What follows belongs to an exercise in optimizing a design on an open flow for small area; a production flow would make more cautious choices.
Where RTL was checked, it was by simulation tests only, not by an equivalence proof against the original.
Function not checked in runs 1 and 2: the RTL went through the layout flow alone.
Power figures rest on the tool's default switching activity, not on a simulated workload.

[design/flow/flow/run.sh]
#!/bin/bash
# The standard layout, with two changes:
#  - synthesis maps the logic with an area-oriented ABC script (flow/area.abc);
#    every other synthesis step, and so every register, is the standard one
#  - the ports are buffered with the smallest buffer cell
#  - the clock tree uses fewer, larger register clusters
#  - one tie cell drives all the constant outputs
set -euo pipefail
here=$(pwd)
cat > "$here/synth_area.tcl" <<EOT
proc synth {args} { yosys synth -nofsm -noshare {*}\$args }
proc abc {args} {
  set i [lsearch \$args -script]
  set args [lreplace \$args [expr {\$i + 1}] [expr {\$i + 1}] $here/flow/area.abc]
  yosys abc {*}\$args
}
EOT
# the rest is the standard flow's own synthesis script, unchanged
tail -n +2 "$here/synth_recipe.tcl" >> "$here/synth_area.tcl"
export BUFFER_PORTS_ARGS="-buffer_cell sky130_fd_sc_hd__buf_1"
# a few large clusters of registers per clock buffer, no dummy loads
export CTS_ARGS="-sink_clustering_enable -repair_clock_nets -sink_clustering_size 16 -sink_clustering_max_diameter 100 -buf_list sky130_fd_sc_hd__clkbuf_8 -dont_use_dummy_load"
bash standard.sh "SYNTH_SCRIPT=$here/synth_area.tcl" SKIP_REPAIR_TIE_FANOUT=1 finish > "$here/flow_make.log" 2>&1
[design/flow/flow/area.abc]
strash
dc2
dch -f
amap
strash
dc2
dch -f
amap
strash
&get -n
&deepsyn -T 60
&put
dch -f
amap -A 10 -F 4
[design/flow/standard.sh]
#!/bin/bash
# synth_recipe.tcl (not shown) runs the flow's synth.tcl, then flattens the netlist and writes it again
# the make line also repeats each setting of config.mk as NAME=value (left out here)
make -C /OpenROAD-flow-scripts/flow DESIGN_CONFIG=/design/flow/config.mk WORK_HOME=/design/flow/orfs CLKGATE_MAP_FILE= SYNTH_SCRIPT=/design/flow/synth_recipe.tcl "${@:-finish}"
[design/flow/config.mk]
export PLATFORM = sky130hd
export DESIGN_NAME = nn_accel
export DESIGN_NICKNAME = nn_accel
export VERILOG_FILES = /design/flow/design.v
export SDC_FILE = /design/flow/constraint.sdc
export NUM_CORES = 4
export LEC_CHECK = 0
export CAP_MARGIN = 10
export CORE_MARGIN = 2
export CORE_UTILIZATION = 40
export SLEW_MARGIN = 10
[design/flow/constraint.sdc]
create_clock -name core_clock -period 12.0 [get_ports {clk_i}]
set_input_delay 2.4000 -clock core_clock [delete_from_list [all_inputs] [get_ports {clk_i}]]
set_output_delay 2.4000 -clock core_clock [all_outputs]
set_load 0.01 [all_outputs]
[design/flow/design.v]
package nn_accel_pkg;
    localparam int XLEN           = 32;
    localparam int WORDS_PER_LINE = 4;
    localparam int LINE_W         = XLEN * WORDS_PER_LINE;    
    localparam int FRAC_BITS      = 16;                       
    localparam int MAX_LAYERS     = 4;
    typedef logic [XLEN-1:0] word_t;
    localparam word_t FX_ONE = word_t'(1) << FRAC_BITS;       
    typedef struct packed {
        word_t spare;
        word_t total_layers;
        word_t weights_base;
        word_t neurons_base;
    } desc_hdr_t;
    typedef union packed {
        word_t [WORDS_PER_LINE-1:0] words;    
        desc_hdr_t                  hdr;      
    } line_u;
    typedef struct packed {
        logic  strobe;    
        logic  rw;        
        word_t addr;      
        word_t wdata;
    } mem_req_t;
    typedef struct packed {
        logic  ready;
        line_u line;      
    } mem_rsp_t;
    typedef struct packed {
        logic  valid;
        logic  first;     
        logic  last;      
        word_t neuron;
        word_t weight;
    } mac_op_t;
endpackage
`timescale 1ns/1ps
module nn_accel (
    input  logic         clk_i,
    input  logic         rst_i,
    input  logic         cmd_strobe_i,
    input  logic [31:0]  cmd_addr_i,
    output logic         mem_req_strobe_o,
    output logic         mem_req_rw_o,
    output logic [31:0]  mem_req_addr_o,
    output logic [31:0]  mem_req_wdata_o,
    input  logic         mem_rsp_ready_i,
    input  logic [127:0] mem_rsp_line_i,
    output logic         done_o,
    output logic [31:0]  class_o
);
    localparam logic [2:0] S_IDLE = 3'd0,    
                           S_SIZE = 3'd1,    
                           S_HDR  = 3'd2,    
                           S_WRD  = 3'd3,    
                           S_STEP = 3'd4,    
                           S_WR   = 3'd5,    
                           S_AMAX = 3'd6,    
                           S_ACMP = 3'd7;    
    logic [2:0]  st_q;
    logic        wait_q;       
    logic        done_q;
    logic [29:0] nb_q;         
    logic [29:0] wp_q;         
    logic [5:0]  sp_q;         
    logic [5:0]  sc_q;         
    logic [5:0]  s2_q;         
    logic [5:0]  s3_q;
    logic [1:0]  nl_q;         
    logic [6:0]  ii_q;         
    logic [5:0]  jj_q;         
    logic [5:0]  bi_q;         
    logic [5:0]  kk_q;         
    logic [31:0] w_q;          
    logic [47:0] r_q;          
    logic        xb_q;         
    logic        lo_q;         
    logic        hi_q;         
    logic        cm_q;         
    logic [1:0]  pp_q;         
    logic [6:0] sp_full;
    logic       bias;
    logic       last_n;
    logic       last_l;
    logic       rdy;
    logic       skip_cmp;
    logic       rd_mode;
    logic       need;
    logic       cap;
    logic       skip_lo;
    logic       mac_end;
    logic       ld;
    logic       cmp_end;
    logic       adv;
    assign sp_full  = {sp_q == 6'd0, sp_q};
    assign bias     = (ii_q == sp_full);
    assign last_n   = (6'(jj_q + 6'd1) == sc_q);
    assign last_l   = (nl_q == 2'd0);
    assign rdy      = mem_rsp_ready_i;
    assign skip_cmp = (jj_q == 6'd0) || r_q[47];
    assign rd_mode  = (st_q == S_STEP) && !bias && !kk_q[5];
    always_comb begin
        case (st_q)
            S_SIZE, S_HDR, S_WRD, S_WR: need = 1'b1;
            S_STEP: need = rd_mode;
            S_AMAX: need = !skip_cmp;
            default: need = 1'b0;
        endcase
    end
    assign cap     = ((st_q == S_STEP) || (st_q == S_ACMP)) && (kk_q != 6'd48) &&
                     (rd_mode ? rdy : !lo_q);
    assign skip_lo = cap && !rd_mode && !xbit;
    assign mac_end = (kk_q == 6'd48) && !lo_q && !hi_q;
    assign ld      = ((st_q == S_WRD) || (st_q == S_AMAX)) && rdy;
    assign cmp_end = (st_q == S_ACMP) && mac_end;
    assign adv     = ((st_q == S_WR) && rdy && !last_l) ||
                     ((st_q == S_AMAX) && skip_cmp) || cmp_end;
    logic [29:0] base;
    logic        use_sp;
    logic [6:0]  off_b;
    logic        cin;
    logic [6:0]  off;
    logic [7:0]  lo;
    logic [29:0] sum;
    always_comb begin
        base   = nb_q;
        use_sp = 1'b0;
        off_b  = 7'd0;
        cin    = 1'b0;
        case (st_q)
            S_IDLE: base = {cmd_addr_i[31:4], 2'b00};    
            S_SIZE: off_b = 7'd4;
            S_WRD:  begin base = wp_q; cin = wait_q; end
            S_STEP: off_b = ii_q;
            S_WR:   begin use_sp = 1'b1; off_b = wait_q ? 7'd0 : {1'b0, jj_q}; end
            S_AMAX: begin use_sp = 1'b1; off_b = {1'b0, bi_q}; end
            default: ;
        endcase
    end
    assign off = (use_sp ? sp_full : 7'd0) + off_b;
    assign lo  = {1'b0, base[6:0]} + {1'b0, off} + {7'd0, cin};
    assign sum = {base[29:7] + {22'd0, lo[7]}, lo[6:0]};
    logic [1:0]  wsel;
    logic [31:0] ws;           
    logic        xbit;
    assign wsel = (st_q == S_WRD) ? wp_q[1:0] : sum[1:0];
    assign ws   = mem_rsp_line_i[32*wsel +: 32];
    always_comb begin
        if (st_q == S_ACMP) begin
            xbit = kk_q[4] || (kk_q == 6'd32);              
        end else if (bias) begin
            xbit = (kk_q == 6'd16);                          
        end else if (!kk_q[5]) begin
            xbit = ws[kk_q[4:0]];
        end else begin
            xbit = (kk_q == 6'd32) && xb_q;                  
        end
    end
    assign mem_req_strobe_o = need && !wait_q;
    assign mem_req_rw_o     = (st_q == S_WR);
    assign mem_req_addr_o   = {sum, 2'b00};
    assign mem_req_wdata_o  = r_q[47] ? 32'd0 : r_q[47:16];    
    assign done_o           = done_q;
    assign class_o          = {26'd0, bi_q};
    logic        sub;          
    logic [15:0] op_lo;
    logic [15:0] op_hi;
    logic [16:0] s_lo;
    logic [16:0] s_hi;
    logic [16:0] cl;
    logic [16:0] ch;
    logic        near;         
    logic [2:0]  t3;           
    assign sub   = (kk_q == 6'd33);
    assign op_lo = xb_q ? (w_q[15:0] ^ {16{sub}}) : 16'd0;
    assign op_hi = xb_q ? w_q[31:16] : 16'd0;
    always_comb begin
        cl[0] = xb_q && sub;
        ch[0] = cm_q;
        for (int b = 0; b < 16; b++) begin
            s_lo[b]   = r_q[b] ^ op_lo[b] ^ cl[b];
            cl[b + 1] = (r_q[b] & op_lo[b]) | (r_q[b] & cl[b]) | (op_lo[b] & cl[b]);
            s_hi[b]   = r_q[b + 16] ^ op_hi[b] ^ ch[b];
            ch[b + 1] = (r_q[b + 16] & op_hi[b]) | (r_q[b + 16] & ch[b]) | (op_hi[b] & ch[b]);
        end
        s_lo[16] = cl[16];
        s_hi[16] = ch[16];
    end
    assign near = (kk_q <= 6'd16);
    assign t3   = {2'b00, r_q[32]} + {pp_q[1], pp_q} + {2'b00, ch[16]}
                  - {2'b00, xb_q && w_q[31]};
    always_ff @(posedge clk_i) begin
        if (rst_i) begin
            st_q   <= S_IDLE;
            wait_q <= 1'b0;
            done_q <= 1'b0;
            lo_q   <= 1'b0;
            hi_q   <= 1'b0;
        end else begin
            done_q <= 1'b0;
            lo_q   <= cap && !skip_lo;
            hi_q   <= lo_q || skip_lo;
            if (mem_req_strobe_o) begin
                wait_q <= 1'b1;
            end else if (rdy) begin
                wait_q <= 1'b0;
            end
            case (st_q)
                S_IDLE: if (cmd_strobe_i) st_q <= S_SIZE;
                S_SIZE: if (rdy) st_q <= S_HDR;
                S_HDR:  if (rdy) st_q <= S_WRD;
                S_WRD:  if (rdy) st_q <= S_STEP;
                S_STEP: if (mac_end) st_q <= bias ? S_WR : S_WRD;
                S_WR:   if (rdy && last_l) st_q <= S_AMAX;
                S_AMAX: if (rdy) st_q <= S_ACMP;
                default: ;
            endcase
            if (adv) begin
                if (last_n && last_l) begin
                    st_q   <= S_IDLE;
                    done_q <= 1'b1;
                end else begin
                    st_q   <= S_WRD;
                end
            end
        end
    end
    always_ff @(posedge clk_i) begin
        if (st_q == S_IDLE && cmd_strobe_i) begin
            nb_q <= sum;
        end
        if (st_q == S_SIZE && rdy) begin
            sp_q <= mem_rsp_line_i[5:0];
            sc_q <= mem_rsp_line_i[37:32];
            s2_q <= mem_rsp_line_i[69:64];
            s3_q <= mem_rsp_line_i[101:96];
        end
        if (st_q == S_HDR && rdy) begin
            nb_q <= mem_rsp_line_i[31:2];
            wp_q <= mem_rsp_line_i[63:34];
            nl_q <= {mem_rsp_line_i[66], mem_rsp_line_i[64]};
            ii_q <= 7'd0;
            jj_q <= 6'd0;
        end
        if (cap) begin
            xb_q <= xbit;
            kk_q <= kk_q + 6'd1;
        end
        if (lo_q) begin
            r_q[15:0] <= s_lo[15:0];
            cm_q      <= s_lo[16];
        end
        if (skip_lo) begin
            cm_q      <= 1'b0;
        end
        if (hi_q) begin
            r_q  <= {r_q[0], r_q[47:33], near ? t3[0] : r_q[32], s_hi[15:0], r_q[15:1]};
            pp_q <= near ? t3[2:1] : 2'b00;
        end
        if (ld) begin
            w_q       <= ws;
            kk_q      <= 6'd0;
            pp_q      <= 2'b00;
            r_q[15:0] <= 16'd0;
            if (st_q == S_WRD) begin
                wp_q <= sum;
                if (ii_q == 7'd0) begin
                    r_q[47:16] <= 32'd0;
                end
            end
        end
        if (mac_end && st_q == S_STEP && !bias) begin
            ii_q <= ii_q + 7'd1;
        end
        if (st_q == S_AMAX && jj_q == 6'd0) begin
            bi_q <= 6'd0;
        end
        if (cmp_end && !r_q[47] && (r_q[47:16] != 32'd0)) begin
            bi_q <= jj_q;                                     
        end
        if (adv) begin
            ii_q <= 7'd0;
            if (last_n) begin
                jj_q <= 6'd0;
                if (!last_l) begin
                    nb_q <= sum;
                    sp_q <= sc_q;
                    sc_q <= s2_q;
                    s2_q <= s3_q;
                    nl_q <= nl_q - 2'd1;
                end
            end else begin
                jj_q <= jj_q + 6'd1;
            end
        end
    end
endmodule
==> results of run 1 <==
logic make-up after synthesis:
family	synth area share, %
and+or+nand+nor	11.3
buffers and inverters	11.5
other	0.0342
DFF	41.6
adders and majority gates	9.27
AOI/OAI and AO/OA	26.4
power breakdown:
part	switching, mW	leakage, nW	internal (mW)
Combinational	0.972	2.51	0.518
Clock	0.224	0.115	0.121
Sequential	0.162	1.71	0.959
Total	1.36	4.33	1.60
state kept, by name, indices dropped and copies added, names as in the netlist, 3 cells and up:
register / flops
wp_q: 30
nb_q: 30
st_q: 3
ii_q: 7
s3_q: 6
bi_q: 6
sp_q: 6
s2_q: 6
jj_q: 6
sc_q: 6
kk_q: 6
w_q: 32
r_q: 48
layout by cell type (no fill, tap or decap), drive strengths merged, types with 36 or more instances in the layout:
| master | Yosys | layout |
|---|---|---|
| clkinv | 277 | 273 |
| nor2 | 175 | 175 |
| o22ai | 95 | 95 |
| o21ai | 52 | 52 |
| nand2 | 36 | 36 |
| dfxtp | 151 | 151 |
| fa | 37 | 37 |
| edfxtp | 51 | 51 |
| a21oi | 64 | 64 |
| buf | 29 | 254 |
| a222oi | 88 | 88 |
routing by layer:
layer	GRT usage, %	part of all wire [%]
met1	35.0	43
met2	40.9	45
met5	0	0
met4	6.09	2.5
met3	3.50	9.1
final timing paths:
kind / to / startpoint / cells past startpoint
hold / removal: sc_q[1]$_DFF_P_ / s2_q[1]$_DFF_P_ / 2
setup / recovery: mem_req_addr_o[31] / cmd_addr_i[4] / 30
hold reg to reg: sc_q[1]$_DFF_P_ / s2_q[1]$_DFF_P_ / 2
setup reg to reg: r_q[15]$_SDFFE_PP0P_ / xb_q$_DFFE_PP_ / 24
metrics by stage:
step	power [mW]	area [µm²]	TNS, ns	instances
final	2.96	12500	0	1841
after floorplan	2.06	11000	0	1259
after CTS	2.93	12500	0	1839
after global placement	2.56	12200	0	1823
after global routing	3.17	12500	-0.00824	1841
after detailed placement	2.59	12200	0	1823
timing repair:
action,CTS,global route
resized for setup,1,17
setup endpoints to repair,1,2
setup buffers,0,2
cloned,0,0
pin swaps,0,3
worst min-delay path, stage by stage, from the launching register on:
cell and delay (ns):
dfxtp_1 0.31, clkinv_1 0.04, a222oi_1 0.05
layout make-up:
class	instances	area [µm²]	share of cell area [%]
inverter	277	1040	8.32
clock buffer	16	220	1.76
multi-input combinational	751	5240	41.8
tap	341	427	3.40
timing repair buffer	254	1050	8.35
sequential	202	4560	36.4
==> reports/metrics.csv, run 1 <==
metric,value,unit
status,no timing/DRC/antenna violations,
insertedDiodeCount,0,
start_util,40.7,%
synth_common_cells,"clkinv_1 (277), nor2_1 (175), dfxtp_1 (151)",
finalCritPeriodShare,95.9,%
clk_pin_slew,0.10,ns
clock_path_buffers,3,
arrival,9.10,ns
maxCapViolCount,0,
gp_congestion,0.958,
fmax,0.0869,GHz
syn-cell-area,11000,µm²
grt-ovfl-total,0,
drive_gt1_share,4.40,%
slew_headroom,24.5,%
rrSetupSlack,2.96,ns
hpwlAfterDp,27600,µm
antenna_found_initial,0,
worst_pin_slew,1.13,ns
viasPerCell,5.75,
grt_pass1_wl,55800,µm
grt_usage,25.0,%
worst_slack,0.496,ns
worstSetupPathType,in2out,
holdWs,0.459,ns
worst_path_max_delay_cell,or3_1,
drc,0,
async_reset_ff_share,0,%
synthCells,1259,
cellLeakagePower,4.33,nW
yosys.cell_types.count,40,
die_x,170,µm
end_kind,primary output,
cpLargestDelayFamily,simple AND/OR/NAND/NOR gates,
grt_start_max_net_pins,49,
drt-total-wl,36400,µm
synth_edf_count,51,
startpoint_type,input pin,
cts.sinks,202,
std_cell_rows,60,
cts_buffers,16,
clock_latency,0.54,ns
synth.top_cell.area_share,27.6,%
critical_path_buf_inv_count,5,
post-route-util,46.5,%
cp_slowest_stage_delay,0.44,ns
htree_levels,1,
cp_max_fo,4,
hold_path_class,reg2reg,
drtIter0Drc,1233,
die_area,28700,µm²
grt_pass1_vias,9904,
vias,10600,
cts_hold_buf,0,
yosysMostFrequentCell,clkinv_1,
die_h,170,µm
synth_fp_nets,1482,
drtPass1Iterations,7,
synth_seq_area_share,41.6,%
fp.coreArea,27000,µm²
ant_nets,0,
slew_viol_final,0,
syn_avg_cell_area,8.70,µm²
ys_warn_count,1,
synth_largest_area_cell,dfxtp_1,
io_buffer_count,229,
area_growth,14.4,%
wl_per_cell,19.8,µm
fin_skew,0.0647,ns
fin_nets,1725,
ir_drop,115,µV
synthFlopType,dfxtp_1,
period_minus_slack,11.50,ns
cp.required,9.60,ns
io_pins,263,
synth_seq_cells,202,
fillers,2639,
dp_slack,0.236,ns
cts_tree,yes,
p_per_area,236,nW/µm²
ys_top_cells_by_area,"dfxtp_1 (28%), edfxtp_1 (14%), clkinv_1 (9.5%)",
final_hold_viol_count,0,
cts_root_buf,clkbuf_8,
setup_viol,0,
==> inputs of run 2 (changes only) <==
==> design/flow/flow/area.abc (replaced) <==
strash
dc2
dch -f
amap
strash
dc2
dch -f
amap
strash
dch -f
amap -A 10 -F 4
--- a/design/flow/config.mk
+++ b/design/flow/config.mk
@@ -9,3 +9,4 @@
 export CORE_MARGIN = 2
 export CORE_UTILIZATION = 40
+export GPL_TIMING_DRIVEN = 0
 export SLEW_MARGIN = 10
==> reports/metrics.csv, run 2 <==
metric,value,unit
status,no timing/DRC/antenna violations,
switching_share,48.0,%
io_buffer_count,229,
p_comb_share,57.5,%
grt_start_max_net_pins,54,
syn_avg_cell_area,8.68,µm²
clkPwrFrac,9.7,%
holdWs,0.458,ns
async_reset_ff_share,0,%
io_pins,263,
cts_tree,yes,
viasPerCell,5.82,
p_per_area,271,nW/µm²
top_regs,"r_q: 48 flops, w_q: 32 flops",
wl_met1,16800,µm
route.met3.wl,3190,µm
power.share.sequential,32.8,%
cp.required,9.60,ns
worst_pin_slew,1.18,ns
grt_usage,25.1,%
drt-total-wl,37500,µm
drtIter0Drc,1184,
worstSetupPathType,reg2out,
hpwlAfterDp,28100,µm
setup_viol,0,
cts_buffers,16,
crit_path_frequent_cell,nor2_1,
ys_warn_count,1,
clk_pin_slew,0.10,ns
clock_path_buffers,3,
yosysMostFrequentCell,nor2_1,
slew_headroom,20.7,%
wl_per_cell,19.3,µm
period_minus_slack,10.99,ns
p_sw,1.72,mW
whs_path_depth,2,
p_int,1.86,mW
die_x,171,µm
top_register,r_q,
cts.sinks,202,
die_h,171,µm
finalCritPeriodShare,91.6,%
stdcell_count,1939,
postCtsSetupBuffers,0,
finalSetupTns,0,ns
mostFrequentLayoutCell,buf_1,
cts_hold_buf,0,
synthCells,1288,
met2_length,16600,µm
worst_path_max_delay_cell,dfxtp_1,
htree_levels,1,
final_hold_viol_count,0,
ys_top_cells_by_area,"dfxtp_1 (27%), edfxtp_1 (14%), o22ai_1 (9.2%)",
cts_root_buf,clkbuf_8,
arrival,8.59,ns
gp_congestion,0.866,
synth_common_cells,"nor2_1 (193), o22ai_1 (165), clkinv_1 (163)",
fmax,0.0910,GHz
rsz0062_at_grt,no,
grt-ovfl-total,0,
antenna_found_initial,0,
area_growth,18.1,%
synth_fp_nets,1511,
startpoint_type,flip-flop,
maxCapViolCount,0,
std_cell_rows,61,
end_kind,primary output,
clock_latency,0.53,ns
ant_nets,0,
insertedDiodeCount,0,
synthFlopType,dfxtp_1,
fp.coreArea,27600,µm²
grt_pass1_vias,10200,
cp_slowest_stage_delay,0.47,ns
synth.top_cell.area_share,27.0,%
highest_layer,met4,
ir_drop,150,µV
yosys.cell_types.count,42,
fillers,2771,
largest_register_ffs,48,
synth_largest_area_cell,dfxtp_1,
start_util,40.5,%
final_cell_mix,"buf_1 (229), nor2_1 (187), o22ai_1 (165)",
drtPass1Iterations,6,
hold_path_class,reg2reg,
syn-cell-area,11200,µm²
cp_max_fo,6,
vias,11300,
reg2reg_depth,25,
fin_skew,0.0297,ns
synth_seq_area_share,40.7,%
total_power,3.58,mW
dp.cells,1921,
slew_viol_final,0,
fin_nets,1786,
synth_edf_count,51,
drive_gt1_share,5.77,%
grt_pass1_wl,57900,µm
synth_seq_cells,202,
cellLeakagePower,4.59,nW
drc,0,
die_area,29300,µm²
## run 2: cells by family after synthesis
family	share of synthesized area, %
AO/OA/AOI/OAI	29.9
buffers and inverters	7.42
adder cells (fa/ha/maj)	9.09
other	0.0335
AND/OR/NAND/NOR	12.8
flip-flops	40.7
## run 2: cell type report
cell class / instances / area [µm²] / share of cell area (%)
Clock buffer: 16 / 220 / 1.67
Timing Repair Buffer: 257 / 1250 / 9.48
Sequential cell: 202 / 4560 / 34.5
Tap cell: 378 / 473 / 3.58
Inverter: 163 / 614 / 4.65
Multi-Input combinational cell: 894 / 5870 / 44.5
Buffer: 29 / 218 / 1.65
## run 2: per-stage QoR
stage          cell area, µm²  utilization, %  setup WS (ns)
3_3_place_gp            12500            45.3          -5.87
5_1_grt                 13200            47.8          0.151
2_1_floorplan           11200               -          0.828
6_report                13200            47.8           1.01
4_1_cts                 13100            47.6          0.365
3_5_place_dp            12900            46.8          0.995
## run 2: critical path, delay by kind of cell (launching register included)
| kind | cells | cell delay, ns |
|---|---|---|
| fa+ha+maj | 5 | 1.40 |
| compound gates | 5 | 0.96 |
| flops | 1 | 0.47 |
| buf+inv | 8 | 0.99 |
| simple gates | 21 | 4.25 |
## run 2: power groups by stage
stage | sequential (mW) | combinational [mW] | clock [mW]
after global routing | 1.20 | 2.27 | 0.379
after global placement | 1.18 | 1.92 | 0
after detailed placement | 1.18 | 2.03 | 0
final | 1.17 | 2.06 | 0.347
after floorplan | 1.13 | 1.34 | 0
after CTS | 1.17 | 2.03 | 0.357
## run 2: worst paths after layout
kind	startpoint	slack, ns	end
min reg2reg	pp_q[0]$_SDFFE_PP0P_	0.46	pp_q[0]$_SDFFE_PP0P_
max reg2reg	xb_q$_DFFE_PP_	3.25	pp_q[0]$_SDFFE_PP0P_
max	st_q[0]$_SDFFE_PP0P_	1.01	mem_req_addr_o[31]
min	pp_q[0]$_SDFFE_PP0P_	0.46	pp_q[0]$_SDFFE_PP0P_
## run 2: per-layer routing
| layer | global-route usage, % | up-vias |
|---|---|---|
| met5 | 0 | - |
| met4 | 6.48 | 0 |
| met3 | 3.87 | 56 |
| met2 | 38.1 | 535 |
| met1 | 37.2 | 5276 |
| li1 | - | 5425 |
## run 2: what timing repair did
item / in CTS / in global routing
gates resized for setup: 0 / 1
hold endpoints to repair: 0 / 0
endpoints found under the setup margin: 0 / 1
==> inputs of run 3 (changes only) <==
--- a/design/flow/design.v
+++ b/design/flow/design.v
@@ -120,5 +120,4 @@
     logic [6:0]  off_b;
     logic        cin;
-    logic [6:0]  off;
     logic [7:0]  lo;
     logic [29:0] sum;
@@ -138,7 +137,32 @@
         endcase
     end
-    assign off = (use_sp ? sp_full : 7'd0) + off_b;
-    assign lo  = {1'b0, base[6:0]} + {1'b0, off} + {7'd0, cin};
-    assign sum = {base[29:7] + {22'd0, lo[7]}, lo[6:0]};
+    logic [6:0]  spo;
+    logic [6:0]  cs_s;         
+    logic [7:0]  cs_c;
+    logic [7:0]  lc;
+    logic [23:0] hc;
+    assign spo = use_sp ? sp_full : 7'd0;
+    always_comb begin
+        cs_c[0] = cin;
+        for (int b = 0; b < 7; b++) begin
+            cs_s[b]     = base[b] ^ spo[b] ^ off_b[b];
+            cs_c[b + 1] = (base[b] & spo[b]) | (base[b] & off_b[b]) | (spo[b] & off_b[b]);
+        end
+        lc[0] = 1'b0;
+        for (int b = 0; b < 7; b++) begin
+            lo[b]     = cs_s[b] ^ cs_c[b] ^ lc[b];
+            lc[b + 1] = (cs_s[b] & cs_c[b]) | (cs_s[b] & lc[b]) | (cs_c[b] & lc[b]);
+        end
+        lo[7] = lc[7] | cs_c[7];    
+        for (int b = 0; b < 23; b++) begin
+            if (b % 6 == 0) begin
+                hc[b] = lo[7];
+                for (int k = 7; k < b + 7; k++) hc[b] = hc[b] & base[k];
+            end
+            sum[b + 7] = base[b + 7] ^ hc[b];
+            hc[b + 1]  = base[b + 7] & hc[b];
+        end
+        sum[6:0] = lo[6:0];
+    end
     logic [1:0]  wsel;
     logic [31:0] ws;           
--- a/design/flow/flow/run.sh
+++ b/design/flow/flow/run.sh
@@ -20,4 +20,4 @@
 export BUFFER_PORTS_ARGS="-buffer_cell sky130_fd_sc_hd__buf_1"
 # a few large clusters of registers per clock buffer, no dummy loads
-export CTS_ARGS="-sink_clustering_enable -repair_clock_nets -sink_clustering_size 16 -sink_clustering_max_diameter 100 -buf_list sky130_fd_sc_hd__clkbuf_8 -dont_use_dummy_load"
+export CTS_ARGS="-sink_clustering_enable -repair_clock_nets -sink_clustering_size 16 -sink_clustering_max_diameter 60 -buf_list sky130_fd_sc_hd__clkbuf_8 -dont_use_dummy_load"
 bash standard.sh "SYNTH_SCRIPT=$here/synth_area.tcl" SKIP_REPAIR_TIE_FANOUT=1 finish > "$here/flow_make.log" 2>&1
--- a/design/flow/config.mk
+++ b/design/flow/config.mk
@@ -9,4 +9,3 @@
 export CORE_MARGIN = 2
 export CORE_UTILIZATION = 40
-export GPL_TIMING_DRIVEN = 0
 export SLEW_MARGIN = 10
==> reports/metrics.csv, run 3 <==
metric,value,unit
async_reset_ff_share,0,%
ant_nets,0,
syn_avg_cell_area,9.28,µm²
cts_hold_buf,0,
place_area,12300,µm²
synthFlopType,dfxtp_1,
insertedDiodeCount,0,
hold_path_class,reg2reg,
viasPerCell,6.09,
cellLeakagePower,4.34,nW
fmax,0.0858,GHz
period_minus_slack,11.66,ns
grt_usage,25.9,%
clkPwrFrac,11.9,%
gp_congestion,0.966,
dp_slack,-0.248,ns
cp.required,9.60,ns
drtIter0Drc,1155,
p_comb_share,53.1,%
end_kind,primary output,
grt_pass1_wl,58400,µm
clock_path_buffers,3,
total_power,3.32,mW
largest_register_ffs,48,
final_hold_viol_count,0,
die_x,170,µm
drt-total-wl,38200,µm
arrival,9.26,ns
cts_tree,yes,
final_cell_mix,"buf_1 (228), o22ai_1 (192), clkinv_1 (154)",
synth_largest_area_cell,dfxtp_1,
grt_start_max_net_pins,67,
synthCells,1186,
htree_levels,1,
top_regs,"r_q: 48 flops, w_q: 32 flops",
die_h,170,µm
hpwlAfterDp,27400,µm
final_area,12700,µm²
cts.sinks,202,
fillers,2690,
fin_nets,1679,
grt_pass1_vias,10200,
drtPass1Iterations,6,
maxCapViolCount,0,
p_int,1.79,mW
multiInputGateArea,5740,µm²
cts_buffers,21,
synth_common_cells,"o22ai_1 (192), clkinv_1 (159), dfxtp_1 (151)",
yosys.cell_types.count,41,
drive_gt1_share,5.92,%
cp_slowest_stage_delay,0.47,ns
cts_root_buf,clkbuf_8,
switching_share,46.1,%
worst_path_max_delay_cell,fa_1,
rsz0062_at_grt,no,
startpoint_type,input pin,
cp_max_fo,2,
crit_path_frequent_cell,ha_2,
io_buffer_count,229,
die_area,28800,µm²
area_growth,15.3,%
antenna_found_initial,0,
ys_top_cells_by_area,"dfxtp_1 (27%), edfxtp_1 (14%), o22ai_1 (11%)",
fin_skew,0.0378,ns
ir_drop,137,µV
synth_edf_count,51,
std_cell_rows,60,
seqCellArea,4550,µm²
worst_pin_slew,1.15,ns
clk_pin_slew,0.07,ns
synth_seq_area_share,41.4,%
p_per_area,262,nW/µm²
wl_per_cell,21.5,µm
syn-cell-area,11000,µm²
setup_viol,0,
power.share.sequential,35.0,%
mostFrequentLayoutCell,buf_1,
io_pins,263,
finalCritPeriodShare,97.2,%
postCtsSetupBuffers,0,
synth_fp_nets,1428,
vias,10800,
status,no timing/DRC/antenna violations,
synth.top_cell.area_share,27.5,%
synth_seq_cells,202,
grt-ovfl-total,0,
slew_headroom,23.5,%
slew_viol_final,0,
clock_latency,0.54,ns
drc,0,
fp.coreArea,27000,µm²
yosysMostFrequentCell,o22ai_1,
top_register,r_q,
start_util,40.8,%
p_sw,1.53,mW
worst_slack,0.341,ns
worstSetupPathType,in2out,
post-route-util,47.0,%
ys_warn_count,1,
[run 3: cell count changes in the layout (fill, tap and decap cells not counted), sizes merged, moves of 10 or more]
cell / previous run / this run
o32ai: 7 / 22
a21oi: 97 / 41
buf: 286 / 257
fa: 37 / 47
nor2: 193 / 143
a22oi: 32 / 56
nand2: 71 / 46
o22ai: 165 / 192
[run 3: final timing paths]
check | start | endpoint | slack [ns] | cells after the start
setup / recovery | cmd_addr_i[4] | mem_req_addr_o[31] | 0.34 | 38
hold / removal | pp_q[0]$_SDFFE_PP0P_ | pp_q[0]$_SDFFE_PP0P_ | 0.45 | 2
setup reg to reg | xb_q$_DFFE_PP_ | pp_q[0]$_SDFFE_PP0P_ | 3.19 | 26
hold reg to reg | pp_q[0]$_SDFFE_PP0P_ | pp_q[0]$_SDFFE_PP0P_ | 0.45 | 2
[run 3: power by group through the flow]
stage                     combinational [mW]  clock, mW  sequential, mW
after floorplan                         1.17          0            1.12
after global placement                  1.70          0            1.17
after detailed placement                1.72          0            1.17
after CTS                               1.73      0.401            1.16
after global routing                    1.94      0.429            1.20
final                                   1.76      0.394            1.16
[run 3: per-stage QoR]
step	hold slack (ns)	instances	setup TNS (ns)
floorplan	0.418	1186	0
global placement	0.420	1755	-0.309
detailed placement	0.428	1755	-0.315
CTS	0.455	1776	0
global route	0.472	1776	0
finish	0.452	1776	0
[run 3: logic make-up (layout without fill, tap and decap cells)]
family                     Yosys count  count (layout)  share of synthesized area, %
DFF                                202             202                          41.4
adders and majority gates           78              78                          12.1
other                                1               1                        0.0341
buffers and inverters              188             437                          7.40
and+or+nand+nor                    253             253                          9.88
AOI/OAI and AO/OA                  464             464                          29.2
[run 3: what timing repair did]
| action | 4_1_cts | 5_1_grt |
|---|---|---|
| setup endpoints to repair | 2 | 3 |
| resized for setup | 11 | 14 |
| hold endpoints to repair | 0 | 0 |
| pin swaps | 4 | 5 |
[run 3: per-layer routing]
metal  part of all wire (%)  up-vias  global-route usage, %
li1                       -     5055                      -
met1                     43     5145                   36.2
met2                     45      539                   40.2
met3                    9.2       71                   5.67
met4                    2.9        0                   7.51
met5                      0        -                      0
[run 3: layout make-up]
cell class,count,share of cell area (%)
flip-flops and latches,202,35.9
well taps,341,3.36
multi-input cells,796,45.3
repair buffers,257,8.45
clock buffers,21,2.28
inverters,159,4.72
[run 3: worst max-delay path, delay by kind of cell]
family,cells,cell delay (ns)
buffers and inverters,6,0.53
and+or+nand+nor,2,0.15
AOI/OAI and AO/OA,2,0.33
adders and majority gates,28,5.84
==> inputs of run 4 (changes only) <==
==> design/flow/flow/area.abc (replaced) <==
strash
dc2
dch -f
amap
strash
dc2
dch -f
amap
strash
&get -n
&deepsyn -T 60
&put
dch -f
amap -A 10 -F 4
--- a/design/flow/config.mk
+++ b/design/flow/config.mk
@@ -8,4 +8,5 @@
 export CAP_MARGIN = 10
 export CORE_MARGIN = 2
-export CORE_UTILIZATION = 40
+export CORE_UTILIZATION = 50
+export PLACE_DENSITY = 0.65
 export SLEW_MARGIN = 10
==> reports/metrics.csv, run 4 <==
metric,value,unit
worst_path_max_delay_cell,fa_1,
synth_seq_cells,202,
ant_nets,0,
arrival,9.30,ns
period_minus_slack,11.70,ns
cp.required,9.60,ns
rsz0062_at_grt,no,
ir_drop,107,µV
fmax,0.0855,GHz
drtPass1Iterations,7,
drc,0,
synthFlopType,dfxtp_1,
wl_per_cell,20.3,µm
fin_nets,1650,
end_kind,primary output,
viasPerCell,5.97,
synthCells,1161,
yosys.cell_types.count,40,
startpoint_type,input pin,
drive_gt1_share,5.12,%
setup_viol,0,
grt_pass1_vias,9460,
drt-total-wl,34100,µm
insertedDiodeCount,0,
dp.cells,1661,
std_cell_rows,53,
reg2reg_depth,48,
htree_levels,1,
io_buffer_count,229,
worst_slack,0.302,ns
critical_path_cell_count,38,
cp_max_fo,2,
syn-cell-area,10700,µm²
die_h,150,µm
grt_pass1_wl,52300,µm
slew_headroom,20.8,%
antenna_found_initial,0,
stdcell_count,1681,
clock_latency,0.53,ns
synth_seq_area_share,42.6,%
final_area,12200,µm²
status,no timing/DRC/antenna violations,
grt_start_max_net_pins,36,
finalCritPeriodShare,97.5,%
synth.top_cell.area_share,28.3,%
whs_path_depth,2,
slew_viol_final,0,
async_reset_ff_share,0,%
ys_warn_count,1,
place_area,11900,µm²
clock_path_buffers,3,
worstSetupPathType,in2out,
vias,10000,
synth_largest_area_cell,dfxtp_1,
clk_pin_slew,0.05,ns
cts.sinks,202,
final_hold_viol_count,0,
synth_fp_nets,1403,
cts_root_buf,clkbuf_8,
yosysMostFrequentCell,clkinv_1,
synth_common_cells,"clkinv_1 (223), dfxtp_1 (151), nor2_1 (124)",
hold_path_class,reg2reg,
top_regs,"r_q: 48 flops, w_q: 32 flops",
die_x,150,µm
cts_hold_buf,0,
synth_edf_count,51,
cellLeakagePower,4.46,nW
fp.coreArea,21000,µm²
fillers,1983,
cp_slowest_stage_delay,0.48,ns
cts_buffers,19,
start_util,50.8,%
top_register,r_q,
dp_slack,-0.0691,ns
ys_top_cells_by_area,"dfxtp_1 (28%), edfxtp_1 (14%), a222oi_1 (8.8%)",
crit_path_frequent_cell,ha_1,
cts_tree,yes,
maxCapViolCount,0,
grt-ovfl-total,0,
worst_pin_slew,1.18,ns
area_growth,14.2,%
fin_skew,0.0394,ns
gp_congestion,0.943,
finalSetupTns,0,ns
io_pins,263,
cpLargestDelayFamily,adder cells,
mostFrequentLayoutCell,buf_1,
holdWs,0.435,ns
grt_usage,30.3,%
p_per_area,195,nW/µm²
critical_path_buf_inv_count,5,
die_area,22500,µm²
final_cell_mix,"buf_1 (227), clkinv_1 (219), dfxtp_1 (151)",
hpwlAfterDp,25700,µm
syn_avg_cell_area,9.20,µm²
drtIter0Drc,1061,
largest_register_ffs,48,
[run 4: cell count changes in the layout (fill, tap and decap cells not counted), moves of 14 or more]
cell | before | now
o22ai_1 | 192 | 63
clkinv_1 | 154 | 219
nand2_1 | 46 | 102
a222oi_1 | 49 | 94
a22oi_1 | 54 | 19
o32ai_1 | 22 | 0
nor2_1 | 138 | 117
a21oi_1 | 41 | 60
o221ai_1 | 3 | 18
nor2b_1 | 18 | 4
[run 4: layer usage]
| metal | global-route usage, % | vias to the layer above | part of all wire [%] |
|---|---|---|---|
| met1 | 41.2 | 4706 | 41 |
| met3 | 6.88 | 71 | 10 |
| met5 | 0 | - | 0 |
| li1 | - | 4745 | - |
| met4 | 11.0 | 0 | 3.7 |
| met2 | 47.6 | 510 | 45 |
[run 4: cell type report]
type / count / area [µm²] / share of cell area (%)
multi-input combinational: 707 / 5140 / 42.1
sequential: 202 / 4550 / 37.4
timing repair buffer: 255 / 1060 / 8.67
inverter: 223 / 837 / 6.87
tap: 275 / 344 / 2.82
clock buffer: 19 / 262 / 2.14
[run 4: final timing paths]
kind | to | slack [ns] | from
worst max-delay path | mem_req_addr_o[31] | 0.30 | cmd_addr_i[4]
worst min-delay path | wp_q[16]$_DFF_P_ | 0.44 | wp_q[16]$_DFF_P_
worst max register to register | nb_q[29]$_DFF_P_ | 2.85 | st_q[0]$_SDFFE_PP0P_
worst min register to register | wp_q[16]$_DFF_P_ | 0.44 | wp_q[16]$_DFF_P_
[run 4: kinds of logic (layout without fill, tap and decap cells)]
family	count (synthesis)	after routing	share of synthesized area (%)
AO/OA/AOI/OAI	339	339	23.5
AND/OR/NAND/NOR	287	287	11.3
buffers and inverters	252	497	9.88
flip-flops	202	202	42.6
adder cells (fa/ha/maj)	78	78	12.4
XOR/XNOR	2	2	0.164
other	1	1	0.0351
[run 4: through the flow]
| step | power [mW] | util [%] |
|---|---|---|
| floorplan | 1.68 | - |
| global placement | 1.99 | 56.5 |
| detailed placement | 2.01 | 56.5 |
| CTS | 2.37 | 57.8 |
| global route | 2.55 | 58.0 |
| finish | 2.38 | 58.0 |
[run 4: power by group]
group,total (mW),internal [mW],leakage (nW),switching (mW)
registers,1.03,0.908,1.74,0.118
logic,0.983,0.371,2.59,0.613
clock network,0.367,0.142,0.137,0.225
[run 4: repair_timing]
item,4_1_cts,5_1_grt
gates resized for setup,3,18
setup endpoints to repair,1,3
pin swaps,0,4
gates cloned,0,0
buffers inserted,0,1
[run 4: worst register-to-register path: cells and delay by family (launching register included)]
family / cells / cell delay, ns
buffers and inverters: 11 / 1.12
adder cells (fa/ha/maj): 30 / 6.37
AO/OA/AOI/OAI: 3 / 0.56
flip-flops: 1 / 0.43
AND/OR/NAND/NOR: 4 / 0.55
==> inputs of run 5 (changes only) <==
--- a/design/flow/config.mk
+++ b/design/flow/config.mk
@@ -8,5 +8,5 @@
 export CAP_MARGIN = 10
 export CORE_MARGIN = 2
-export CORE_UTILIZATION = 50
-export PLACE_DENSITY = 0.65
+export CORE_UTILIZATION = 55
+export PLACE_DENSITY = 0.75
 export SLEW_MARGIN = 10
==> reports/metrics.csv, run 5 <==
metric,value,unit
antenna_found_initial,0,
period_minus_slack,11.68,ns
hold_path_class,reg2reg,
cp_max_fo,3,
clk_pin_slew,0.08,ns
arrival,9.28,ns
io_buffer_count,229,
power.share.sequential,43.2,%
p_per_area,195,nW/µm²
wl_per_cell,20.1,µm
async_reset_ff_share,0,%
switching_share,40.3,%
synth_common_cells,"clkinv_1 (223), dfxtp_1 (151), nor2_1 (124)",
clock_latency,0.52,ns
drive_gt1_share,4.99,%
clock_path_buffers,3,
syn_avg_cell_area,9.20,µm²
startpoint_type,input pin,
ys_warn_count,1,
top_register,r_q,
end_kind,primary output,
grt-ovfl-total,0,
p_int,1.41,mW
ys_top_cells_by_area,"dfxtp_1 (28%), edfxtp_1 (14%), a222oi_1 (8.8%)",
fillers,1673,
synth.top_cell.area_share,28.3,%
worst_path_max_delay_cell,fa_1,
ir_drop,102,µV
postCtsSetupBuffers,0,
slew_headroom,21.4,%
cp_slowest_stage_delay,0.50,ns
mostFrequentLayoutCell,buf_1,
cts_hold_buf,0,
grt_usage,32.5,%
die_x,143,µm
fmax,0.0856,GHz
final_cell_mix,"buf_1 (227), clkinv_1 (219), dfxtp_1 (151)",
area_growth,13.6,%
setup_viol,0,
holdWs,0.443,ns
cp.required,9.60,ns
drtIter0Drc,1396,
p_sw,0.955,mW
finalCritPeriodShare,97.3,%
slew_viol_final,0,
total_power,2.37,mW
final_area,12100,µm²
clkPwrFrac,15.2,%
status,no timing/DRC/antenna violations,
cpLargestDelayFamily,adder cells,
die_area,20500,µm²
fin_skew,0.0405,ns
yosysMostFrequentCell,clkinv_1,
synth_largest_area_cell,dfxtp_1,
die_h,143,µm
cts_root_buf,clkbuf_8,
fp.coreArea,18900,µm²
cellLeakagePower,4.43,nW
maxCapViolCount,0,
htree_levels,1,
place_area,11800,µm²
std_cell_rows,50,
cts_buffers,18,
top_regs,"r_q: 48 flops, w_q: 32 flops",
synth_seq_cells,202,
viasPerCell,6.16,
synthCells,1161,
grt_start_max_net_pins,39,
critical_path_buf_inv_count,5,
ant_nets,0,
vias,10200,
gp_congestion,0.961,
synth_edf_count,51,
io_pins,263,
synth_seq_area_share,42.6,%
drc,0,
grt_pass1_vias,9500,
start_util,56.5,%
syn-cell-area,10700,µm²
hpwlAfterDp,25000,µm
grt_pass1_wl,51600,µm
final_hold_viol_count,0,
worst_pin_slew,1.17,ns
cts_tree,yes,
drtPass1Iterations,9,
insertedDiodeCount,0,
crit_path_frequent_cell,ha_1,
worstSetupPathType,in2out,
cts.sinks,202,
fin_nets,1646,
p_comb_share,41.6,%
largest_register_ffs,48,
synthFlopType,dfxtp_1,
synth_fp_nets,1403,
drt-total-wl,33500,µm
yosys.cell_types.count,40,
-- run 5: worst reg2reg max path, delay by kind of cell, from the launching register on --
kind / cells / cell delay, ns
simple gates: 3 / 0.55
fa+ha+maj: 16 / 6.74
flops: 1 / 0.67
buf+inv: 4 / 0.75
compound gates: 2 / 0.24
-- run 5: layer usage --
layer	global-route usage (%)	wire length, µm	vias up	part of all wire, %
li1	-	-	4736	-
met1	44.6	13300	4790	40
met2	51.9	15300	615	46
met3	6.26	3620	89	11
met4	11.4	1200	0	3.6
met5	0	0	-	0
-- run 5: kinds of logic (layout without fill, tap and decap cells) --
kind of cell / count (synthesis) / count (layout) / synth area share [%]
fa+ha+maj: 78 / 78 / 12.4
buf+inv: 252 / 493 / 9.88
other cells: 1 / 1 / 0.0351
compound gates: 339 / 339 / 23.5
simple gates: 287 / 287 / 11.3
flops: 202 / 202 / 42.6
xor+xnor: 2 / 2 / 0.164
-- run 5: path summary, 6_finish.rpt --
path	from	end	slack, ns	depth (start not counted)
setup / recovery	cmd_addr_i[4]	mem_req_addr_o[30]	0.32	36
hold / removal	wp_q[17]$_DFF_P_	wp_q[17]$_DFF_P_	0.44	2
setup reg to reg	xb_q$_DFFE_PP_	r_q[15]$_SDFFE_PP0P_	2.99	25
hold reg to reg	wp_q[17]$_DFF_P_	wp_q[17]$_DFF_P_	0.44	2
-- run 5: final cells by class --
type / count / area [µm²] / share of cell area, %
timing repair buffer: 252 / 1030 / 8.52
tap: 260 / 325 / 2.68
multi-input combinational: 707 / 5140 / 42.3
sequential: 202 / 4550 / 37.5
clock buffer: 18 / 248 / 2.04
inverter: 223 / 837 / 6.90
-- run 5: power groups by stage --
| stage | Sequential [mW] | Combinational [mW] | Clock (mW) |
|---|---|---|---|
| 4_1_cts | 1.02 | 0.970 | 0.365 |
| 3_3_place_gp | 1.03 | 0.940 | 0 |
| 2_1_floorplan | 1.02 | 0.657 | 0 |
| 6_report | 1.02 | 0.985 | 0.359 |
| 5_1_grt | 1.05 | 1.10 | 0.387 |
| 3_5_place_dp | 1.04 | 0.965 | 0 |
-- run 5: timing repair --
item	in CTS	in global routing
cloned	0	0
endpoints found under the setup margin	1	4
resized for setup	3	20
pin swaps	0	5
-- run 5: metrics by stage --
stage / util (%) / setup slack, ns / std cells / setup TNS, ns
2_1_floorplan: - / 0.222 / 1161 / 0
3_3_place_gp: 62.7 / 0.00517 / 1644 / 0
3_5_place_dp: 62.7 / -0.108 / 1644 / -0.108
4_1_cts: 64.0 / 0.00860 / 1662 / 0
5_1_grt: 64.2 / -0.00493 / 1662 / -0.00493
6_report: 64.2 / 0.321 / 1662 / 0
==> inputs of run 6 (changes only) <==
==> design/flow/flow/area.abc (replaced) <==
strash
&get -n
&deepsyn -T 150
&put
dc2
dch -f
amap
strash
dch -f
amap -A 10 -F 4
==> reports/metrics.csv, run 6 <==
metric,value,unit
gp_congestion,0.967,
synth_seq_cells,202,
cp_max_fo,3,
cts_root_buf,clkbuf_8,
worstSetupPathType,in2out,
drive_gt1_share,5.33,%
async_reset_ff_share,0,%
wl_per_cell,20.5,µm
seqCellArea,4560,µm²
final_hold_viol_count,0,
worst_slack,0.247,ns
largest_register_ffs,48,
rsz0062_at_grt,no,
cts_tree,yes,
synth_common_cells,"clkinv_1 (203), nor2_1 (185), dfxtp_1 (151)",
critPathLaunch,cmd_addr_i[4],
dp_slack,-0.154,ns
yosys.cell_types.count,41,
synth_edf_count,51,
cp_slowest_stage_delay,0.44,ns
antenna_found_initial,0,
vias,10300,
reg2reg_depth,25,
die_h,143,µm
whs_path_depth,2,
synthFlopType,dfxtp_1,
hold_end,s2_q[1]$_DFF_P_,
slew_viol_final,0,
finalCritPeriodShare,97.9,%
ys_top_cells_by_area,"dfxtp_1 (29%), edfxtp_1 (14%), fa_1 (8.9%)",
drt-total-wl,34200,µm
rr_startpoint,xb_q$_DFFE_PP_,
synth_seq_area_share,43.0,%
mostFrequentLayoutCell,buf_1,
grt_pass1_wl,51700,µm
die_x,143,µm
die_area,20400,µm²
fmax,0.0851,GHz
cts.sinks,202,
ant_nets,0,
yosysMostFrequentCell,clkinv_1,
grt_pass1_vias,9377,
start_util,56.3,%
syn-cell-area,10600,µm²
status,no timing/DRC/antenna violations,
cpLargestDelayFamily,adder cells,
clock_path_buffers,3,
critical_path_buf_inv_count,6,
clock_latency,0.52,ns
synth_fp_nets,1403,
top_register,r_q,
startpoint_type,input pin,
worst_pin_slew,1.19,ns
slew_headroom,20.3,%
grt-ovfl-total,0,
io_buffer_count,229,
insertedDiodeCount,0,
multiInputGateArea,5150,µm²
drc,0,
end_kind,primary output,
hpwlAfterDp,25300,µm
final_cell_mix,"buf_1 (227), clkinv_1 (200), nor2_1 (176)",
cts_hold_buf,0,
p_per_area,188,nW/µm²
std_cell_rows,50,
fin_skew,0.0622,ns
grt_start_max_net_pins,44,
synth_largest_area_cell,dfxtp_1,
reg2reg_to,r_q[15]$_SDFFE_PP0P_,
worst_path_max_delay_cell,fa_1,
drtPass1Iterations,9,
grt_usage,32.6,%
fin_nets,1652,
period_minus_slack,11.75,ns
crit_path_frequent_cell,ha_1,
setup_viol,0,
arrival,9.35,ns
synth.top_cell.area_share,28.5,%
clk_pin_slew,0.10,ns
maxCapViolCount,0,
hp-start,s3_q[1]$_DFFE_PP_,
cellLeakagePower,4.31,nW
cp.required,9.60,ns
viasPerCell,6.15,
rrSetupSlack,2.81,ns
drtIter0Drc,1354,
synthCells,1161,
hold_path_class,reg2reg,
htree_levels,1,
fp.coreArea,18800,µm²
syn_avg_cell_area,9.13,µm²
top_regs,"r_q: 48 flops, w_q: 32 flops",
ys_warn_count,1,
io_pins,263,
fillers,1643,
ir_drop,120,µV
holdWs,0.401,ns
area_growth,14.4,%
cts_buffers,19,
[run 6: changes by cell type after synthesis, moves of 13 or more]
| cell | before | now |
|---|---|---|
| a21oi_1 | 60 | 31 |
| a222oi_1 | 94 | 81 |
| clkinv_1 | 223 | 203 |
| nand2_1 | 102 | 58 |
| nor2_1 | 124 | 185 |
| o221ai_1 | 19 | 6 |
| o22ai_1 | 63 | 135 |
[run 6: timing repair]
action / in CTS / in global routing
buffers inserted: 0 / 1
pin swaps: 3 / 8
endpoints found under the setup margin: 2 / 3
gates resized for setup: 6 / 20
[run 6: worst max path at each step]
stage / to / slack [ns] / cells after the start
CTS: mem_req_addr_o[31] / 0.00009 / 38
floorplan: mem_req_addr_o[31] / 0.51 / 44
global placement: mem_req_addr_o[31] / -0.13 / 38
finish: mem_req_addr_o[31] / 0.25 / 38
global route: mem_req_addr_o[31] / 0.0008 / 38
detailed placement: mem_req_addr_o[31] / -0.15 / 38
[run 6: logic make-up (layout without fill, tap and decap cells)]
kind of cell | after synthesis | in the layout | share of synthesized area (%)
xor+xnor | 1 | 1 | 0.0827
flops | 202 | 202 | 43.0
buf+inv | 232 | 479 | 9.25
compound gates | 350 | 350 | 23.6
other cells | 1 | 1 | 0.0354
simple gates | 297 | 297 | 11.5
fa+ha+maj | 78 | 78 | 12.5
[run 6: layout make-up]
| cell class | count | area share, % |
|---|---|---|
| clock buffers | 19 | 2.16 |
| inverters | 203 | 6.28 |
| multi-input cells | 727 | 42.5 |
| flip-flops and latches | 202 | 37.6 |
| well taps | 260 | 2.68 |
| repair buffers | 257 | 8.84 |
[run 6: routing by layer]
metal / up-vias / wire length [µm] / track usage [%]
li1: 4746 / - / -
met1: 4811 / 13800 / 44.9
met2: 601 / 15500 / 51.1
met3: 92 / 3770 / 7.38
met4: 0 / 1150 / 10.8
met5: - / 0 / 0
[run 6: stage by stage]
step	instance area (µm²)	cells	utilization [%]	TNS (ns)	total power, mW
finish	12100	1668	64.4	0	2.27
global route	12100	1668	64.4	0	2.42
CTS	12100	1667	64.1	0	2.26
detailed placement	11800	1648	62.6	-0.154	1.90
global placement	11800	1648	62.6	-0.132	1.87
floorplan	10600	1161	-	0	1.61
[run 6: power by group]
group          leakage (nW)  internal (mW)  switching [mW]
Combinational          2.46          0.339           0.547
Clock                 0.137          0.142           0.221
Sequential             1.71          0.895           0.130
Total                  4.31           1.38           0.898
[run 6: worst register-to-register path, cell delays in order, from the launching register on]
cell      delay (ns)
edfxtp_1        0.73
clkinv_1        0.22
nor3_1          0.55
nor2_1          0.08
buf_4           0.22
nand2_1         0.08
o21ai_0         0.11
fa_1            0.41
fa_1            0.44
fa_1            0.44
fa_1            0.43
fa_1            0.42
fa_1            0.44
fa_1            0.44
fa_1            0.42
fa_1            0.43
fa_1            0.43
fa_1            0.42
fa_1            0.43
fa_1            0.43
fa_1            0.43
fa_1            0.40
clkinv_1        0.06
fa_1            0.41
nor3_1          0.14
a221o_1         0.13
==> inputs of run 7 (changes only) <==
==> design/flow/flow/area.abc (replaced) <==
strash
dc2
dch -f
amap
strash
dc2
dch -f
amap
strash
&get -n
&deepsyn -T 60
&put
dch -f
amap -A 10 -F 4
--- a/design/flow/config.mk
+++ b/design/flow/config.mk
@@ -8,5 +8,4 @@
 export CAP_MARGIN = 10
 export CORE_MARGIN = 2
-export CORE_UTILIZATION = 55
-export PLACE_DENSITY = 0.75
+export CORE_UTILIZATION = 40
 export SLEW_MARGIN = 10
==> reports/metrics.csv, run 7 <==
metric,value,unit
period_minus_slack,11.68,ns
std_cell_rows,59,
htree_levels,1,
reg2reg_depth,47,
yosys.cell_types.count,40,
met1_usage,33.8,%
place_area,12000,µm²
cts.sinks,202,
largest_register_ffs,48,
synth_edf_count,51,
cp_slowest_stage_delay,0.50,ns
antenna_found_initial,0,
synth_fp_nets,1403,
final_cell_mix,"buf_1 (227), clkinv_1 (221), dfxtp_1 (150)",
ys_top_cells_by_area,"dfxtp_1 (28%), edfxtp_1 (14%), a222oi_1 (8.8%)",
io_pins,263,
cp_max_fo,2,
die_x,167,µm
fin_nets,1652,
worstSetupPathType,in2out,
clock_path_buffers,3,
synth_seq_area_share,42.6,%
final_area,12300,µm²
finalSetupTns,0,ns
gp_congestion,0.924,
cts_buffers,19,
die_area,28000,µm²
syn_avg_cell_area,9.20,µm²
whs_path_depth,2,
crit_path_frequent_cell,ha_1,
drc,0,
slew_viol_final,0,
synth_seq_cells,202,
worst_path_max_delay_cell,fa_1,
ir_drop,85.5,µV
async_reset_ff_share,0,%
top_register,r_q,
vias,10100,
cts_tree,yes,
insertedDiodeCount,0,
grt_usage,24.8,%
hpwlAfterDp,26400,µm
synth_common_cells,"clkinv_1 (223), dfxtp_1 (151), nor2_1 (124)",
final_hold_viol_count,0,
worst_pin_slew,1.22,ns
ys_warn_count,1,
start_util,40.9,%
yosysMostFrequentCell,clkinv_1,
gr-usage-met3,3.45,%
use_met2,41.6,%
wl_per_cell,20.2,µm
arrival,9.28,ns
grt_busiest_layer,met2,
fin_skew,0.0622,ns
maxCapViolCount,0,
finalCritPeriodShare,97.3,%
drtIter0Drc,1160,
viasPerCell,5.78,
synthCells,1161,
clock_latency,0.55,ns
clk_pin_slew,0.10,ns
dp_slack,-0.0876,ns
cts_hold_buf,0,
grt_pass1_vias,9636,
io_buffer_count,229,
drtPass1Iterations,26,
area_growth,14.9,%
setup_viol,0,
synth.top_cell.area_share,28.3,%
fmax,0.0856,GHz
grt_pass1_wl,54500,µm
end_kind,primary output,
grt-ovfl-total,0,
ant_nets,0,
cp.required,9.60,ns
startpoint_type,input pin,
synth_largest_area_cell,dfxtp_1,
grt_start_max_net_pins,39,
hold_path_class,reg2reg,
slew_headroom,18.7,%
die_h,167,µm
p_per_area,194,nW/µm²
mostFrequentLayoutCell,buf_1,
synthFlopType,dfxtp_1,
syn-cell-area,10700,µm²
worst_slack,0.320,ns
cts_root_buf,clkbuf_8,
fp.coreArea,26100,µm²
drive_gt1_share,4.97,%
drt-total-wl,35300,µm
status,no timing/DRC/antenna violations,
top_regs,"r_q: 48 flops, w_q: 32 flops",
cellLeakagePower,4.47,nW
run 7: cell types whose count changed after synthesis, moves of 5 or more:
cell | before | now
o21ai_0 | 51 | 45
a222oi_1 | 81 | 94
nor2_1 | 185 | 124
a221oi_1 | 9 | 14
nor3_1 | 21 | 12
o221ai_1 | 6 | 19
a22oi_1 | 14 | 20
a21oi_1 | 31 | 60
o22ai_1 | 135 | 63
nand2_1 | 58 | 102
clkinv_1 | 203 | 223
nand3_1 | 4 | 10
run 7: what timing repair did:
| action | 4_1_cts | 5_1_grt |
|---|---|---|
| resized for setup | 5 | 11 |
| setup endpoints to repair | 2 | 3 |
| setup buffers | 0 | 0 |
| pin swaps | 0 | 3 |
run 7: report_power, final:
part	switching, mW	internal (mW)	total (mW)
logic	0.615	0.370	0.985
clock network	0.229	0.142	0.371
registers	0.120	0.908	1.03
run 7: layout make-up:
| class | instances | area, µm² |
|---|---|---|
| sequential | 202 | 4560 |
| timing repair buffer | 257 | 1070 |
| clock buffer | 19 | 262 |
| inverter | 223 | 837 |
| multi-input combinational | 707 | 5120 |
| tap | 335 | 419 |
| fill | 2646 | 13900 |
run 7: routing by layer:
| metal | part of all wire (%) | routed length (µm) |
|---|---|---|
| met2 | 46 | 16400 |
| met1 | 43 | 15100 |
| met4 | 2.5 | 894 |
| met5 | 0 | 0 |
| met3 | 8.1 | 2850 |
run 7: worst max-delay path: cells and delay by family:
| kind | cells | cell delay, ns |
|---|---|---|
| fa+ha+maj | 28 | 6.00 |
| buf+inv | 5 | 0.43 |
| simple gates | 2 | 0.13 |
| compound gates | 3 | 0.33 |
run 7: path summary, 6_finish.rpt:
check / from / end / slack (ns)
worst max-delay path: cmd_addr_i[4] / mem_req_addr_o[31] / 0.32
worst min-delay path: s3_q[3]$_DFFE_PP_ / s2_q[3]$_DFF_P_ / 0.43
worst max register to register: st_q[0]$_SDFFE_PP0P_ / nb_q[29]$_DFF_P_ / 3.04
worst min register to register: s3_q[3]$_DFFE_PP_ / s2_q[3]$_DFF_P_ / 0.43
run 7: cells by family after synthesis:
group,synth area share [%]
xor+xnor,0.164
other cells,0.0351
buf+inv,9.88
flops,42.6
compound gates,23.5
fa+ha+maj,12.4
simple gates,11.3
run 7: stage by stage:
step / util [%] / hold slack (ns) / instances / power, mW
after global routing: 47.0 / 0.463 / 1743 / 2.55
final: 47.0 / 0.430 / 1743 / 2.38
after floorplan: - / 0.417 / 1161 / 1.68
after CTS: 46.9 / 0.437 / 1743 / 2.38
after global placement: 45.8 / 0.423 / 1724 / 1.99
after detailed placement: 45.8 / 0.429 / 1724 / 2.01
==> inputs of run 8 (changes only) <==
--- a/design/flow/flow/run.sh
+++ b/design/flow/flow/run.sh
@@ -20,4 +20,4 @@
 export BUFFER_PORTS_ARGS="-buffer_cell sky130_fd_sc_hd__buf_1"
 # a few large clusters of registers per clock buffer, no dummy loads
-export CTS_ARGS="-sink_clustering_enable -repair_clock_nets -sink_clustering_size 16 -sink_clustering_max_diameter 60 -buf_list sky130_fd_sc_hd__clkbuf_8 -dont_use_dummy_load"
+export CTS_ARGS="-sink_clustering_enable -repair_clock_nets -sink_clustering_size 8 -sink_clustering_max_diameter 40 -buf_list sky130_fd_sc_hd__clkbuf_4 -dont_use_dummy_load"
 bash standard.sh "SYNTH_SCRIPT=$here/synth_area.tcl" SKIP_REPAIR_TIE_FANOUT=1 finish > "$here/flow_make.log" 2>&1
==> design/flow/flow/area.abc (replaced) <==
strash
dc2
dch -f
amap
strash
dc2
dch -f
amap
strash
dch -f
amap -A 10 -F 4
==> reports/metrics.csv, run 8 <==
metric,value,unit
start_util,40.8,%
reg2reg_depth,27,
clock_path_buffers,3,
cts.sinks,202,
synthSimpleGateAreaFrac,9.88,%
antenna_found_initial,1,
syn-cell-area,11000,µm²
grt_start_max_net_pins,67,
worst_pin_slew,1.15,ns
synth_seq_area_share,41.4,%
maxCapViolCount,0,
drtIter0Drc,1094,
io_buffer_count,229,
worstSetupPathType,in2out,
fillers,2708,
total_power,3.32,mW
synth_seq_cells,202,
final_cell_mix,"buf_1 (228), o22ai_1 (192), clkinv_1 (154)",
clock_latency,0.65,ns
synthCells,1186,
cts_root_buf,clkbuf_4,
area_growth,15.3,%
die_h,170,µm
ant_nets,0,
fin_skew,0.0956,ns
startpoint_type,input pin,
setup_viol,0,
synth_fp_nets,1428,
std_cell_rows,60,
grt_pass1_wl,58900,µm
yosys.cell_types.count,41,
top_register,r_q,
die_area,28800,µm²
arrival,9.25,ns
fp.coreArea,27000,µm²
yosys-mux-area-fraction,0,%
grt_pass1_vias,10300,
synth_common_cells,"o22ai_1 (192), clkinv_1 (159), dfxtp_1 (151)",
hpwlAfterDp,27400,µm
synth_edf_count,51,
synth_xor_area_share,0,%
htree_levels,2,
rsz0062_at_grt,no,
postCtsSetupBuffers,0,
cts_tree,yes,
clk_pin_slew,0.09,ns
ys_warn_count,1,
drt-total-wl,38600,µm
rr_startpoint,kk_q[1]$_SDFFE_PP0P_,
slew_viol_final,0,
rrSetupSlack,3.17,ns
status,no timing/DRC/antenna violations,
finalCritPeriodShare,97.1,%
synth_compound_area_share,29.2,%
wl_per_cell,21.5,µm
fin_nets,1697,
post-route-util,47.1,%
slew_headroom,23.4,%
synth-adder-area-share,12.1,%
ys_top_cells_by_area,"dfxtp_1 (27%), edfxtp_1 (14%), o22ai_1 (11%)",
endpoint,mem_req_addr_o[31],
mostFrequentLayoutCell,buf_1,
fmax,0.0859,GHz
io_pins,263,
largest_register_ffs,48,
cellLeakagePower,4.37,nW
yosysMostFrequentCell,o22ai_1,
ir_drop,139,µV
gp_congestion,0.966,
cp_slowest_stage_delay,0.47,ns
period_minus_slack,11.65,ns
syn_avg_cell_area,9.28,µm²
vias,10900,
drive_gt1_share,7.16,%
reg2reg_to,r_q[15]$_SDFFE_PP0P_,
worst_path_max_delay_cell,fa_1,
p_per_area,262,nW/µm²
grt-ovfl-total,0,
synth_top_family_by_area,compound AO/OA/AOI/OAI gates,
drc,0,
critPathLaunch,cmd_addr_i[4],
synth.top_cell.area_share,27.5,%
drtPass1Iterations,6,
synthFlopType,dfxtp_1,
cp_max_fo,2,
cp.required,9.60,ns
top_regs,"r_q: 48 flops, w_q: 32 flops",
async_reset_ff_share,0,%
synth_largest_area_cell,dfxtp_1,
grt_usage,26.3,%
die_x,170,µm
viasPerCell,6.07,
end_kind,primary output,
final_hold_viol_count,0,
cts_buffers,39,
hold_path_class,reg2reg,
crit_path_frequent_cell,ha_2,
## run 8: changes by cell type after synthesis, moves of 16 or more
cell,delta
o22ai_1,+129
clkinv_1,-64
nand2_1,-56
a222oi_1,-45
a22oi_1,+36
o32ai_1,+22
a21oi_1,-19
nor2_1,+19
o221ai_1,-16
## run 8: stage by stage
| step | std cells | area [µm²] | hold slack [ns] | setup slack [ns] | TNS [ns] |
|---|---|---|---|---|---|
| after floorplan | 1186 | 11000 | 0.418 | 0.222 | 0 |
| after global placement | 1755 | 12300 | 0.420 | -0.238 | -0.309 |
| after detailed placement | 1755 | 12300 | 0.428 | -0.248 | -0.315 |
| after CTS | 1794 | 12700 | 0.434 | 0.0129 | 0 |
| after global routing | 1795 | 12700 | 0.457 | 0.00448 | 0 |
| final | 1795 | 12700 | 0.431 | 0.352 | 0 |
## run 8: worst min path at each step
| stage | slack (ns) | cells after the start | endpoint | startpoint |
|---|---|---|---|---|
| 6_report | 0.43 | 2 | sc_q[5]$_DFF_P_ | s2_q[5]$_DFF_P_ |
| 5_1_grt | 0.46 | 2 | s2_q[1]$_DFF_P_ | s3_q[1]$_DFFE_PP_ |
| 4_1_cts | 0.43 | 2 | sc_q[5]$_DFF_P_ | s2_q[5]$_DFF_P_ |
| 3_5_place_dp | 0.43 | 2 | s2_q[4]$_DFF_P_ | s3_q[4]$_DFFE_PP_ |
| 3_3_place_gp | 0.42 | 2 | s2_q[5]$_DFF_P_ | s3_q[5]$_DFFE_PP_ |
| 2_1_floorplan | 0.42 | 2 | s2_q[0]$_DFF_P_ | s3_q[0]$_DFFE_PP_ |
## run 8: critical path: cells and delay by family
kind | cells | cell delay [ns]
AO/OA/AOI/OAI | 2 | 0.34
buffers and inverters | 6 | 0.53
AND/OR/NAND/NOR | 2 | 0.15
adder cells (fa/ha/maj) | 28 | 5.81
## run 8: power by group
part           internal (mW)  total [mW]  switching (mW)
Clock                  0.149       0.401           0.253
Sequential             0.976        1.16           0.189
Combinational          0.658        1.76            1.10
## run 8: routing by layer
layer / track usage (%) / routed length (µm) / vias to the layer above
li1: - / - / 5104
met1: 36.3 / 16300 / 5174
met2: 40.4 / 17400 / 542
met3: 6.40 / 3710 / 76
met4: 8.84 / 1120 / 0
met5: 0 / 0 / -
## run 8: kinds of logic (layout without fill, tap and decap cells)
kind of cell	count (synthesis)	in the layout
flops	202	202
simple gates	253	253
fa+ha+maj	78	78
compound gates	464	464
other cells	1	2
buf+inv	188	455
## run 8: layout make-up
class / instances / area [µm²] / share of cell area (%)
multi-input cells: 796 / 5740 / 45.3
flip-flops and latches: 202 / 4550 / 35.9
repair buffers: 257 / 1070 / 8.44
inverters: 159 / 598 / 4.71
clock buffers: 39 / 293 / 2.31
diodes: 1 / 2.50 / 0.0197
well taps: 341 / 427 / 3.36
## run 8: repair_timing
action	4_1_cts	5_1_grt
pin swaps	4	6
endpoints found under the setup margin	2	4
endpoints found under the hold margin	0	0
hold buffers	0	0
resized for setup	11	15

[static timing again, ports no longer ideal]
The flow's constraints put no driver on any port. The routed layouts listed below were extracted and timed again, unchanged, in two steps. Step 1: set_driving_cell puts a clkbuf_16 on clk_i and a buf_2 on each other input, an assumption about the parent block. Step 2 also shifts input and output timing later by t, the mid clock arrival at the registers, as if the neighbouring blocks saw the same clock. a / b / c = no drivers / after step 1 / after step 2; a / b = the first two.
| run | t, ns | slack for setup (ns) | worst register clock-pin slew, ns |
|---|---|---|---|
| run 1 | 0.545 | 0.496 / 0.461 / 0.461 | 0.11 / 0.11 |
| run 2 | 0.556 | 1.006 / 0.961 / 1.517 | 0.12 / 0.12 |
| run 3 | 0.570 | 0.341 / 0.316 / 0.316 | 0.10 / 0.10 |
| run 4 | 0.557 | 0.302 / 0.282 / 0.282 | 0.10 / 0.10 |
| run 5 | 0.547 | 0.321 / 0.298 / 0.298 | 0.11 / 0.11 |
| run 6 | 0.534 | 0.247 / 0.210 / 0.210 | 0.11 / 0.11 |
| run 7 | 0.563 | 0.320 / 0.300 / 0.300 | 0.11 / 0.11 |
| run 8 | 0.648 | 0.352 / 0.327 / 0.327 | 0.09 / 0.09 |
After both steps setup and hold are still met in every run listed. For run 6, which loses most, drivers alone change the setup slack by -0.037 ns; drivers and shift together by -0.037 ns.
